This is an optimization exercise on Yosys and OpenROAD, whose aim is small area, a short achievable clock period and few clock cycles per item, not a production implementation. RTL that was checked went through simulation tests only; none was proved equivalent to the original. Power and IR drop assume default switching activity.

==> inputs of 07-04 <==
==> flow/design.v <==
`default_nettype none
package srbs_pkg;
    localparam int unsigned LIMIT_W = 15;
    localparam int unsigned CNT_W   = 11;
    localparam int unsigned POS_W   = 10;
    localparam int unsigned SUM_W   = 25;
    localparam int unsigned DIV_STEPS = LIMIT_W;
    localparam int unsigned STEP_W    = 4;
    localparam logic [1:0] REG_NORMAL   = 2'd0;
    localparam logic [1:0] REG_WARNING  = 2'd1;
    localparam logic [1:0] REG_CRITICAL = 2'd2;
    localparam logic [1:0] REG_ALARM    = 2'd3;
    localparam logic [LIMIT_W-1:0] NORMAL_RESET   = 15'd464;
    localparam logic [LIMIT_W-1:0] WARNING_RESET  = 15'd704;
    localparam logic [LIMIT_W-1:0] CRITICAL_RESET = 15'd944;
    localparam logic [LIMIT_W-1:0] ALARM_RESET    = 15'd720;
    typedef struct packed {
        logic [LIMIT_W-1:0] normal_limit;
        logic [LIMIT_W-1:0] warning_limit;
        logic [LIMIT_W-1:0] critical_limit;
        logic [LIMIT_W-1:0] alarm_threshold;
    } t_cfg;
endpackage
`default_nettype wire
`default_nettype none
import srbs_pkg::*;
module srbs_regs (
    input  wire logic        i_clk,
    input  wire logic        i_rst_n,
    input  wire logic        psel,
    input  wire logic        penable,
    input  wire logic        pwrite,
    input  wire logic [3:0]  paddr,
    input  wire logic [31:0] pwdata,
    output logic      [31:0] prdata,
    output logic             pready,
    output srbs_pkg::t_cfg             o_cfg
);
    srbs_pkg::t_cfg             r_cfg;
    logic [1:0]       reg_idx;
    logic             wr_en;
    logic [LIMIT_W-1:0] rd_val;
    logic [LIMIT_W-1:0] r_rd_val;
    assign reg_idx = paddr[3:2];
    assign wr_en   = psel && penable && pwrite;
    assign pready  = 1'b1;
    always_ff @(posedge i_clk) begin
        if (!i_rst_n) begin
            r_cfg.normal_limit    <= NORMAL_RESET;
            r_cfg.warning_limit   <= WARNING_RESET;
            r_cfg.critical_limit  <= CRITICAL_RESET;
            r_cfg.alarm_threshold <= ALARM_RESET;
        end else if (wr_en) begin
            unique case (reg_idx)
                REG_NORMAL:   r_cfg.normal_limit    <= pwdata[LIMIT_W-1:0];
                REG_WARNING:  r_cfg.warning_limit   <= pwdata[LIMIT_W-1:0];
                REG_CRITICAL: r_cfg.critical_limit  <= pwdata[LIMIT_W-1:0];
                REG_ALARM:    r_cfg.alarm_threshold <= pwdata[LIMIT_W-1:0];
                default:      r_cfg <= r_cfg;
            endcase
        end
    end
    always_comb begin
        unique case (reg_idx)
            REG_NORMAL:   rd_val = r_cfg.normal_limit;
            REG_WARNING:  rd_val = r_cfg.warning_limit;
            REG_CRITICAL: rd_val = r_cfg.critical_limit;
            REG_ALARM:    rd_val = r_cfg.alarm_threshold;
            default:      rd_val = '0;
        endcase
    end
    always_ff @(posedge i_clk) begin
        r_rd_val <= rd_val;
    end
    assign prdata = {{(32-LIMIT_W){1'b0}}, r_rd_val};
    assign o_cfg  = r_cfg;
endmodule
`default_nettype wire
`default_nettype none
import srbs_pkg::*;
module srbs_ctrl (
    input  wire logic i_clk,
    input  wire logic i_rst_n,
    input  wire logic i_copy,      
    input  wire logic i_ready,
    output logic      o_busy,      
    output logic      o_div_step,  
    output logic      o_valid
);
    localparam logic [STEP_W-1:0] LAST_STEP = STEP_W'(DIV_STEPS - 1);
    logic              r_busy, r_valid;
    logic [STEP_W-1:0] r_step;
    assign o_div_step = r_busy && !r_valid;
    always_ff @(posedge i_clk) begin
        if (!i_rst_n) begin
            r_busy  <= 1'b0;
            r_valid <= 1'b0;
        end else if (i_copy) begin
            r_busy  <= 1'b1;
            r_valid <= 1'b0;
        end else if (r_valid) begin
            if (i_ready) begin
                r_busy  <= 1'b0;
                r_valid <= 1'b0;
            end
        end else if (r_busy && r_step == LAST_STEP) begin
            r_valid <= 1'b1;
        end
    end
    always_ff @(posedge i_clk) begin
        if (i_copy) begin
            r_step <= '0;
        end else if (o_div_step) begin
            r_step <= r_step + 1'b1;
        end
    end
    assign o_busy  = r_busy;
    assign o_valid = r_valid;
endmodule
`default_nettype wire
`default_nettype none
import srbs_pkg::*;
module srbs_dp #(
    parameter int unsigned CNT_CAP = 1024,
    parameter int unsigned POS_CAP = 1023
) (
    input  wire logic               i_clk,
    input  wire logic               i_rst_n,
    input  srbs_pkg::t_cfg          i_cfg,
    input  wire logic               i_valid,
    output logic                    o_ready,
    input  wire logic        [15:0] i_reading,
    input  wire logic               i_last,
    output logic                    o_copy,
    input  wire logic               i_busy,
    input  wire logic               i_div_step,
    output logic [LIMIT_W-1:0]      o_min_reading,
    output logic [LIMIT_W-1:0]      o_max_reading,
    output logic [LIMIT_W-1:0]      o_avg_reading,
    output logic [CNT_W-1:0]        o_valid_count,
    output logic [CNT_W-1:0]        o_skipped_count,
    output logic [CNT_W-1:0]        o_normal_count,
    output logic [CNT_W-1:0]        o_warning_count,
    output logic [CNT_W-1:0]        o_critical_count,
    output logic [CNT_W-1:0]        o_shutdown_count,
    output logic [POS_W-1:0]        o_first_alarm_index,
    output logic                    o_alarm_seen,
    output logic                    o_batch_empty
);
    localparam logic [CNT_W-1:0] CAP  = CNT_W'(CNT_CAP);
    localparam logic [POS_W-1:0] PCAP = POS_W'(POS_CAP);
    function automatic logic [CNT_W-1:0] sat_inc(input logic [CNT_W-1:0] v);
        sat_inc = (v >= CAP) ? CAP : v + 1'b1;
    endfunction
    logic               r_in_v, r_in_last;
    logic [15:0]        r_in_rd;
    logic               r_fresh, r_done;
    logic [LIMIT_W-1:0] r_min, r_max;
    logic [SUM_W-1:0]   r_sum;
    logic [CNT_W-1:0]   r_valid_total, r_skipped_total;
    logic [CNT_W-1:0]   r_band [4];
    logic [POS_W-1:0]   r_pos, r_alarm_idx;
    logic               r_alarm_flag, r_any;
    logic [LIMIT_W-1:0] r_o_min, r_o_max, r_o_avg;
    logic [CNT_W-2:0]   r_o_rem;
    logic [CNT_W-1:0]   r_o_valid, r_o_skipped;
    logic [CNT_W-1:0]   r_o_band [4];
    logic [POS_W-1:0]   r_o_alarm_idx;
    logic               r_o_alarm, r_o_empty;
    logic               stall, hold, fold, zero;
    logic               rd_ok;
    logic [LIMIT_W-1:0] rd_val;
    logic [1:0]         band_sel;
    logic               alarm_hit;
    logic [LIMIT_W-1:0] b_min, b_max;
    logic [SUM_W-1:0]   b_sum;
    logic [CNT_W-1:0]   b_valid_total, b_skipped_total;
    logic [CNT_W-1:0]   b_band [4];
    logic [POS_W-1:0]   b_pos, b_alarm_idx;
    logic               b_alarm_flag, b_any;
    logic [CNT_W-1:0]   rem_sh;
    logic               rem_ge;
    assign stall   = r_done && i_busy;
    assign hold    = r_in_v && stall;
    assign fold    = r_in_v && !stall;
    assign o_copy  = r_done && !i_busy;
    assign o_ready = !hold;
    assign zero    = r_fresh || r_done;
    always_ff @(posedge i_clk) begin
        if (!i_rst_n) begin
            r_in_v <= 1'b0;
        end else begin
            r_in_v <= hold || i_valid;
        end
    end
    always_ff @(posedge i_clk) begin
        if (!hold) begin
            r_in_rd   <= i_reading;
            r_in_last <= i_last;
        end
    end
    always_ff @(posedge i_clk) begin
        if (!i_rst_n) begin
            r_fresh <= 1'b1;
            r_done  <= 1'b0;
        end else if (fold) begin
            r_fresh <= 1'b0;
            r_done  <= r_in_last;
        end else if (o_copy) begin
            r_fresh <= 1'b1;
            r_done  <= 1'b0;
        end
    end
    assign rd_ok  = !r_in_rd[15];
    assign rd_val = r_in_rd[LIMIT_W-1:0];
    always_comb begin
        if (rd_val <= i_cfg.normal_limit) begin
            band_sel = 2'd0;
        end else if (rd_val <= i_cfg.warning_limit) begin
            band_sel = 2'd1;
        end else if (rd_val <= i_cfg.critical_limit) begin
            band_sel = 2'd2;
        end else begin
            band_sel = 2'd3;
        end
    end
    assign alarm_hit = rd_val >= i_cfg.alarm_threshold;
    assign b_min           = zero ? '0 : r_min;
    assign b_max           = zero ? '0 : r_max;
    assign b_sum           = zero ? '0 : r_sum;
    assign b_valid_total   = zero ? '0 : r_valid_total;
    assign b_skipped_total = zero ? '0 : r_skipped_total;
    assign b_pos           = zero ? '0 : r_pos;
    assign b_alarm_idx     = zero ? '0 : r_alarm_idx;
    assign b_alarm_flag    = !zero && r_alarm_flag;
    assign b_any           = !zero && r_any;
    always_comb begin
        for (int b = 0; b < 4; b++) begin
            b_band[b] = zero ? '0 : r_band[b];
        end
    end
    always_ff @(posedge i_clk) begin
        if (fold) begin
            r_min           <= b_min;
            r_max           <= b_max;
            r_sum           <= b_sum;
            r_valid_total   <= b_valid_total;
            r_skipped_total <= b_skipped_total;
            r_alarm_idx     <= b_alarm_idx;
            r_alarm_flag    <= b_alarm_flag;
            r_any           <= b_any;
            for (int b = 0; b < 4; b++) begin
                r_band[b] <= b_band[b];
            end
            if (!rd_ok) begin
                r_skipped_total <= sat_inc(b_skipped_total);
            end else begin
                r_any <= 1'b1;
                if (!b_any || rd_val < b_min) begin
                    r_min <= rd_val;
                end
                if (!b_any || rd_val > b_max) begin
                    r_max <= rd_val;
                end
                if (b_valid_total < CAP) begin
                    r_sum <= b_sum + SUM_W'(rd_val);
                end
                r_valid_total    <= sat_inc(b_valid_total);
                r_band[band_sel] <= sat_inc(b_band[band_sel]);
                if (alarm_hit && !b_alarm_flag) begin
                    r_alarm_flag <= 1'b1;
                    r_alarm_idx  <= b_pos;
                end
            end
            r_pos <= (b_pos < PCAP) ? b_pos + 1'b1 : b_pos;
        end
    end
    assign rem_sh = {r_o_rem, r_o_avg[LIMIT_W-1]};
    assign rem_ge = !r_o_empty && (rem_sh >= r_o_valid);
    always_ff @(posedge i_clk) begin
        if (o_copy) begin
            r_o_min       <= r_min;
            r_o_max       <= r_max;
            r_o_rem       <= r_sum[SUM_W-1:LIMIT_W];
            r_o_avg       <= r_sum[LIMIT_W-1:0];
            r_o_valid     <= r_valid_total;
            r_o_skipped   <= r_skipped_total;
            r_o_alarm_idx <= r_alarm_idx;
            r_o_alarm     <= r_alarm_flag;
            r_o_empty     <= !r_any;
            for (int b = 0; b < 4; b++) begin
                r_o_band[b] <= r_band[b];
            end
        end else if (i_div_step) begin
            r_o_rem <= rem_ge ? (CNT_W-1)'(rem_sh - r_o_valid) : rem_sh[CNT_W-2:0];
            r_o_avg <= {r_o_avg[LIMIT_W-2:0], rem_ge};
        end
    end
    assign o_min_reading       = r_o_min;
    assign o_max_reading       = r_o_max;
    assign o_avg_reading       = r_o_avg;
    assign o_valid_count       = r_o_valid;
    assign o_skipped_count     = r_o_skipped;
    assign o_normal_count      = r_o_band[0];
    assign o_warning_count     = r_o_band[1];
    assign o_critical_count    = r_o_band[2];
    assign o_shutdown_count    = r_o_band[3];
    assign o_first_alarm_index = r_o_alarm_idx;
    assign o_alarm_seen        = r_o_alarm;
    assign o_batch_empty       = r_o_empty;
endmodule
`default_nettype wire
`default_nettype none
import srbs_pkg::*;
module sensor_reading_band_statistics #(
    parameter int unsigned MAX_READINGS = 1024
) (
    input  wire logic               i_clk,
    input  wire logic               i_rst_n,
    input  wire logic               i_valid,
    output logic                    o_ready,
    input  wire logic signed [15:0] i_reading,
    input  wire logic               i_last,
    output logic                    o_valid,
    input  wire logic               i_ready,
    output logic [LIMIT_W-1:0]      o_min_reading,
    output logic [LIMIT_W-1:0]      o_max_reading,
    output logic [LIMIT_W-1:0]      o_avg_reading,
    output logic [CNT_W-1:0]        o_valid_count,
    output logic [CNT_W-1:0]        o_skipped_count,
    output logic [CNT_W-1:0]        o_normal_count,
    output logic [CNT_W-1:0]        o_warning_count,
    output logic [CNT_W-1:0]        o_critical_count,
    output logic [CNT_W-1:0]        o_shutdown_count,
    output logic [POS_W-1:0]        o_first_alarm_index,
    output logic                    o_alarm_seen,
    output logic                    o_batch_empty,
    input  wire logic               psel,
    input  wire logic               penable,
    input  wire logic               pwrite,
    input  wire logic [3:0]         paddr,
    input  wire logic [31:0]        pwdata,
    output logic      [31:0]        prdata,
    output logic                    pready
);
    localparam int unsigned CNT_CAP = (MAX_READINGS > 2047) ? 2047 : MAX_READINGS;
    localparam int unsigned POS_CAP = (MAX_READINGS - 1 > 1023) ? 1023 : MAX_READINGS - 1;
    srbs_pkg::t_cfg cfg;
    logic           copy, busy, div_step;
    srbs_regs u_regs (
        .i_clk   (i_clk),
        .i_rst_n (i_rst_n),
        .psel    (psel),
        .penable (penable),
        .pwrite  (pwrite),
        .paddr   (paddr),
        .pwdata  (pwdata),
        .prdata  (prdata),
        .pready  (pready),
        .o_cfg   (cfg)
    );
    srbs_ctrl u_ctrl (
        .i_clk      (i_clk),
        .i_rst_n    (i_rst_n),
        .i_copy     (copy),
        .i_ready    (i_ready),
        .o_busy     (busy),
        .o_div_step (div_step),
        .o_valid    (o_valid)
    );
    srbs_dp #(
        .CNT_CAP (CNT_CAP),
        .POS_CAP (POS_CAP)
    ) u_dp (
        .i_clk               (i_clk),
        .i_rst_n             (i_rst_n),
        .i_cfg               (cfg),
        .i_valid             (i_valid),
        .o_ready             (o_ready),
        .i_reading           (i_reading),
        .i_last              (i_last),
        .o_copy              (copy),
        .i_busy              (busy),
        .i_div_step          (div_step),
        .o_min_reading       (o_min_reading),
        .o_max_reading       (o_max_reading),
        .o_avg_reading       (o_avg_reading),
        .o_valid_count       (o_valid_count),
        .o_skipped_count     (o_skipped_count),
        .o_normal_count      (o_normal_count),
        .o_warning_count     (o_warning_count),
        .o_critical_count    (o_critical_count),
        .o_shutdown_count    (o_shutdown_count),
        .o_first_alarm_index (o_first_alarm_index),
        .o_alarm_seen        (o_alarm_seen),
        .o_batch_empty       (o_batch_empty)
    );
endmodule
`default_nettype wire
==> flow/run.sh <==
#!/bin/bash
# synth_recipe.tcl (not shown) runs the flow's synth.tcl, then flattens the netlist and writes it again
# the make line also repeats each setting of config.mk as NAME=value (left out here)
make -C /OpenROAD-flow-scripts/flow DESIGN_CONFIG=/design/flow/config.mk WORK_HOME=/design/flow/orfs CLKGATE_MAP_FILE= SYNTH_SCRIPT=/design/flow/synth_recipe.tcl finish
==> flow/config.mk <==
export PLATFORM = sky130hd
export DESIGN_NAME = sensor_reading_band_statistics
export DESIGN_NICKNAME = sensor_reading_band_statistics
export VERILOG_FILES = /design/flow/design.v
export SDC_FILE = /design/flow/constraint.sdc
export NUM_CORES = 4
export LEC_CHECK = 0
export CAP_MARGIN = 20
export CORE_MARGIN = 2
export CORE_UTILIZATION = 40
export SETUP_SLACK_MARGIN = 3.0
export SLEW_MARGIN = 20
==> flow/constraint.sdc <==
create_clock -name core_clock -period 6.0 [get_ports {i_clk}]
set_input_delay 1.2000 -clock core_clock [delete_from_list [all_inputs] [get_ports {i_clk}]]
set_output_delay 1.2000 -clock core_clock [all_outputs]
set_load 0.01 [all_outputs]
==> 07-27 (differences from 07-04) <==
SETUP_SLACK_MARGIN = not set   (was 3.0)
==> 03-18 (differences from 07-04) <==
==> flow/design.v, changed modules only <==
module srbs_dp #(
    parameter int unsigned CNT_CAP = 1024,
    parameter int unsigned POS_CAP = 1023
) (
    input  wire logic               i_clk,
    input  wire logic               i_rst_n,
    input  srbs_pkg::t_cfg          i_cfg,
    input  wire logic               i_valid,
    output logic                    o_ready,
    input  wire logic        [15:0] i_reading,
    input  wire logic               i_last,
    output logic                    o_copy,
    input  wire logic               i_busy,
    input  wire logic               i_div_step,
    output logic [LIMIT_W-1:0]      o_min_reading,
    output logic [LIMIT_W-1:0]      o_max_reading,
    output logic [LIMIT_W-1:0]      o_avg_reading,
    output logic [CNT_W-1:0]        o_valid_count,
    output logic [CNT_W-1:0]        o_skipped_count,
    output logic [CNT_W-1:0]        o_normal_count,
    output logic [CNT_W-1:0]        o_warning_count,
    output logic [CNT_W-1:0]        o_critical_count,
    output logic [CNT_W-1:0]        o_shutdown_count,
    output logic [POS_W-1:0]        o_first_alarm_index,
    output logic                    o_alarm_seen,
    output logic                    o_batch_empty
);
    localparam logic [CNT_W-1:0] CAP  = CNT_W'(CNT_CAP);
    localparam logic [POS_W-1:0] PCAP = POS_W'(POS_CAP);
    function automatic logic [CNT_W-1:0] sat_inc(input logic [CNT_W-1:0] v);
        sat_inc = v[CNT_W-1] ? v : v + 1'b1;
    endfunction
    logic               r_in_v, r_in_last, r_in_ok, r_in_alarm;
    logic [LIMIT_W-1:0] r_in_val;
    logic [3:0]         r_in_band;
    logic               r_fresh, r_done, r_zero;
    logic [LIMIT_W-1:0] r_min, r_max;
    logic [SUM_W-1:0]   r_sum;
    logic [CNT_W-1:0]   r_valid_total, r_skipped_total;
    logic [CNT_W-1:0]   r_band [4];
    logic [POS_W-1:0]   r_pos, r_alarm_idx;
    logic               r_alarm_flag, r_any;
    logic [LIMIT_W-1:0] r_o_min, r_o_max, r_o_avg;
    logic [CNT_W-2:0]   r_o_rem;
    logic [CNT_W-1:0]   r_o_valid, r_o_skipped;
    logic [CNT_W-1:0]   r_o_band [4];
    logic [POS_W-1:0]   r_o_alarm_idx;
    logic               r_o_alarm, r_o_empty;
    logic               stall, hold, fold, n_fresh, n_done;
    logic               rd_ok;
    logic [LIMIT_W-1:0] rd_val;
    logic [3:0]         band_hit;
    logic               ok_in, skip_in, alarm_in, first_alarm;
    logic               min_take, max_take;
    logic [CNT_W-1:0]   rem_sh;
    logic               rem_ge;
    assign stall   = r_done && i_busy;
    assign hold    = r_in_v && stall;
    assign fold    = r_in_v && !stall;
    assign o_copy  = r_done && !i_busy;
    assign o_ready = !hold;
    assign rd_ok  = !i_reading[15];
    assign rd_val = i_reading[LIMIT_W-1:0];
    always_comb begin
        band_hit = 4'b0000;
        if (rd_val <= i_cfg.normal_limit) begin
            band_hit[0] = 1'b1;
        end else if (rd_val <= i_cfg.warning_limit) begin
            band_hit[1] = 1'b1;
        end else if (rd_val <= i_cfg.critical_limit) begin
            band_hit[2] = 1'b1;
        end else begin
            band_hit[3] = 1'b1;
        end
    end
    always_ff @(posedge i_clk) begin
        if (!i_rst_n) begin
            r_in_v <= 1'b0;
        end else begin
            r_in_v <= hold || i_valid;
        end
    end
    always_ff @(posedge i_clk) begin
        if (!hold) begin
            r_in_val   <= rd_val;
            r_in_last  <= i_last;
            r_in_ok    <= rd_ok;
            r_in_alarm <= rd_ok && (rd_val >= i_cfg.alarm_threshold);
            r_in_band  <= rd_ok ? band_hit : 4'b0000;
        end
    end
    always_comb begin
        n_fresh = r_fresh;
        n_done  = r_done;
        if (fold) begin
            n_fresh = 1'b0;
            n_done  = r_in_last;
        end else if (o_copy) begin
            n_fresh = 1'b1;
            n_done  = 1'b0;
        end
    end
    always_ff @(posedge i_clk) begin
        if (!i_rst_n) begin
            r_fresh <= 1'b1;
            r_done  <= 1'b0;
            r_zero  <= 1'b1;
        end else begin
            r_fresh <= n_fresh;
            r_done  <= n_done;
            r_zero  <= n_fresh || n_done;
        end
    end
    assign ok_in       = r_in_v && r_in_ok;
    assign skip_in     = r_in_v && !r_in_ok;
    assign alarm_in    = r_in_v && r_in_alarm;
    assign first_alarm = alarm_in && (r_zero || !r_alarm_flag);
    assign min_take    = ok_in && (r_zero || !r_any || r_in_val < r_min);
    assign max_take    = ok_in && (r_zero || !r_any || r_in_val > r_max);
    always_ff @(posedge i_clk) begin
        if (!stall) begin
            if (min_take) begin
                r_min <= r_in_val;
            end else if (r_zero) begin
                r_min <= '0;
            end
            if (max_take) begin
                r_max <= r_in_val;
            end else if (r_zero) begin
                r_max <= '0;
            end
            if (r_zero) begin
                r_sum <= ok_in ? SUM_W'(r_in_val) : '0;
            end else if (ok_in && !r_valid_total[CNT_W-1]) begin
                r_sum <= r_sum + SUM_W'(r_in_val);
            end
            if (r_zero) begin
                r_valid_total <= CNT_W'(ok_in);
            end else if (ok_in) begin
                r_valid_total <= sat_inc(r_valid_total);
            end
            if (r_zero) begin
                r_skipped_total <= CNT_W'(skip_in);
            end else if (skip_in) begin
                r_skipped_total <= sat_inc(r_skipped_total);
            end
            for (int b = 0; b < 4; b++) begin
                if (r_zero) begin
                    r_band[b] <= CNT_W'(r_in_v && r_in_band[b]);
                end else if (r_in_v && r_in_band[b]) begin
                    r_band[b] <= sat_inc(r_band[b]);
                end
            end
            if (r_zero) begin
                r_pos <= POS_W'(r_in_v);
            end else if (r_in_v && r_pos != PCAP) begin
                r_pos <= r_pos + 1'b1;
            end
            if (first_alarm) begin
                r_alarm_idx <= r_zero ? '0 : r_pos;
            end else if (r_zero) begin
                r_alarm_idx <= '0;
            end
            r_alarm_flag <= alarm_in || (!r_zero && r_alarm_flag);
            r_any        <= ok_in || (!r_zero && r_any);
        end
    end
    assign rem_sh = {r_o_rem, r_o_avg[LIMIT_W-1]};
    assign rem_ge = !r_o_empty && (rem_sh >= r_o_valid);
    always_ff @(posedge i_clk) begin
        if (o_copy) begin
            r_o_min       <= r_min;
            r_o_max       <= r_max;
            r_o_rem       <= r_sum[SUM_W-1:LIMIT_W];
            r_o_avg       <= r_sum[LIMIT_W-1:0];
            r_o_valid     <= r_valid_total;
            r_o_skipped   <= r_skipped_total;
            r_o_alarm_idx <= r_alarm_idx;
            r_o_alarm     <= r_alarm_flag;
            r_o_empty     <= !r_any;
            for (int b = 0; b < 4; b++) begin
                r_o_band[b] <= r_band[b];
            end
        end else if (i_div_step) begin
            r_o_rem <= rem_ge ? (CNT_W-1)'(rem_sh - r_o_valid) : rem_sh[CNT_W-2:0];
            r_o_avg <= {r_o_avg[LIMIT_W-2:0], rem_ge};
        end
    end
    assign o_min_reading       = r_o_min;
    assign o_max_reading       = r_o_max;
    assign o_avg_reading       = r_o_avg;
    assign o_valid_count       = r_o_valid;
    assign o_skipped_count     = r_o_skipped;
    assign o_normal_count      = r_o_band[0];
    assign o_warning_count     = r_o_band[1];
    assign o_critical_count    = r_o_band[2];
    assign o_shutdown_count    = r_o_band[3];
    assign o_first_alarm_index = r_o_alarm_idx;
    assign o_alarm_seen        = r_o_alarm;
    assign o_batch_empty       = r_o_empty;
endmodule
SETUP_SLACK_MARGIN = not set   (was 3.0)
==> summary of the runs <==
Of 07-04 and 07-27, 07-27 has the higher sequential share of layout area (gap 4.8 points).
Between 03-18 and 07-27, the lower first-iteration DRC count is in 03-18 (gap about 2%, measured against 07-27).
The highest clock skew belongs to 07-27, the lowest to 07-04.
Against 03-18, the flip-flop and latch count of 07-27 is lower by 6.
Register-to-register slack: 07-27 is lower than 07-04 (0.74 ns).
==> figures <==
Internal power consumption: 07-04 4.83 mW; 07-27 4.77 mW; 03-18 4.93 mW
Status: 07-04 timing/DRC/antenna clean; 07-27 timing/DRC/antenna clean; 03-18 timing/DRC/antenna clean
Setup clock skew after layout: 07-04 0.0203 ns; 07-27 0.0238 ns; 03-18 0.0212 ns
Last element of the critical path: 07-04 u_dp.r_band[3][9]$_DFFE_PP_; 07-27 u_dp.r_band[2][8]$_DFFE_PP_; 03-18 o_ready
Global placement routability congestion: 07-04 0.837; 07-27 0.843; 03-18 0.846
Met2 usage in global routing: 07-04 34.3%; 07-27 32.4%; 03-18 30.4%
Clock buffer count from CTS: 07-04 42; 07-27 41; 03-18 43
Filler instances: 07-04 4042; 07-27 4361; 03-18 4173
Post-Syn Instances: 07-04 1696; 07-27 1696; 03-18 1657
Overall power consumption: 07-04 6.46 mW; 07-27 6.30 mW; 03-18 6.57 mW
Clock network power: 07-04 2.55 mW; 07-27 2.62 mW; 03-18 2.62 mW
Testbench counts of 07-04, summed over its fixed seeds: cycles 13,449, batches 384.
Testbench counts of 07-27, summed over its fixed seeds: cycles 13,449, batches 384.
Only the layout flow was run in 03-18; the RTL was not checked for function there.

[separate check: timing with driven ports]
Ports are ideal in the flow. The routed layouts listed here were re-timed in OpenROAD.
Step 1: set_driving_cell puts a clkbuf_16 on i_clk and a buf_2 on each other input, an assumption about the parent block.
Step 2 times the ports against the registers' clock, not the clock port: input delays grow and output delays shrink by t, the midpoint of the rising clock arrivals with the driver on.
a / b / c = ideal ports / drivers / drivers and shift; a / b = the first two.
run	t, ns	setup slack, ns	worst hold slack (ns)	clock arrival spread, ns	worst data-port slew with drivers (ns)
07-04	0.622	2.481 / 2.481 / 2.481	0.450 / 0.450 / 0.450	0.021 / 0.020	0.04
07-27	0.613	1.743 / 1.743 / 1.743	0.445 / 0.445 / 0.445	0.026 / 0.025	0.04
03-18	0.621	2.526 / 2.475 / 2.087	0.424 / 0.424 / 0.424	0.021 / 0.021	0.08
After both steps setup and hold are still met in every run listed. The setup slack of 03-18, which loses most, moves by -0.051 ns with the drivers and by -0.439 ns with both steps.
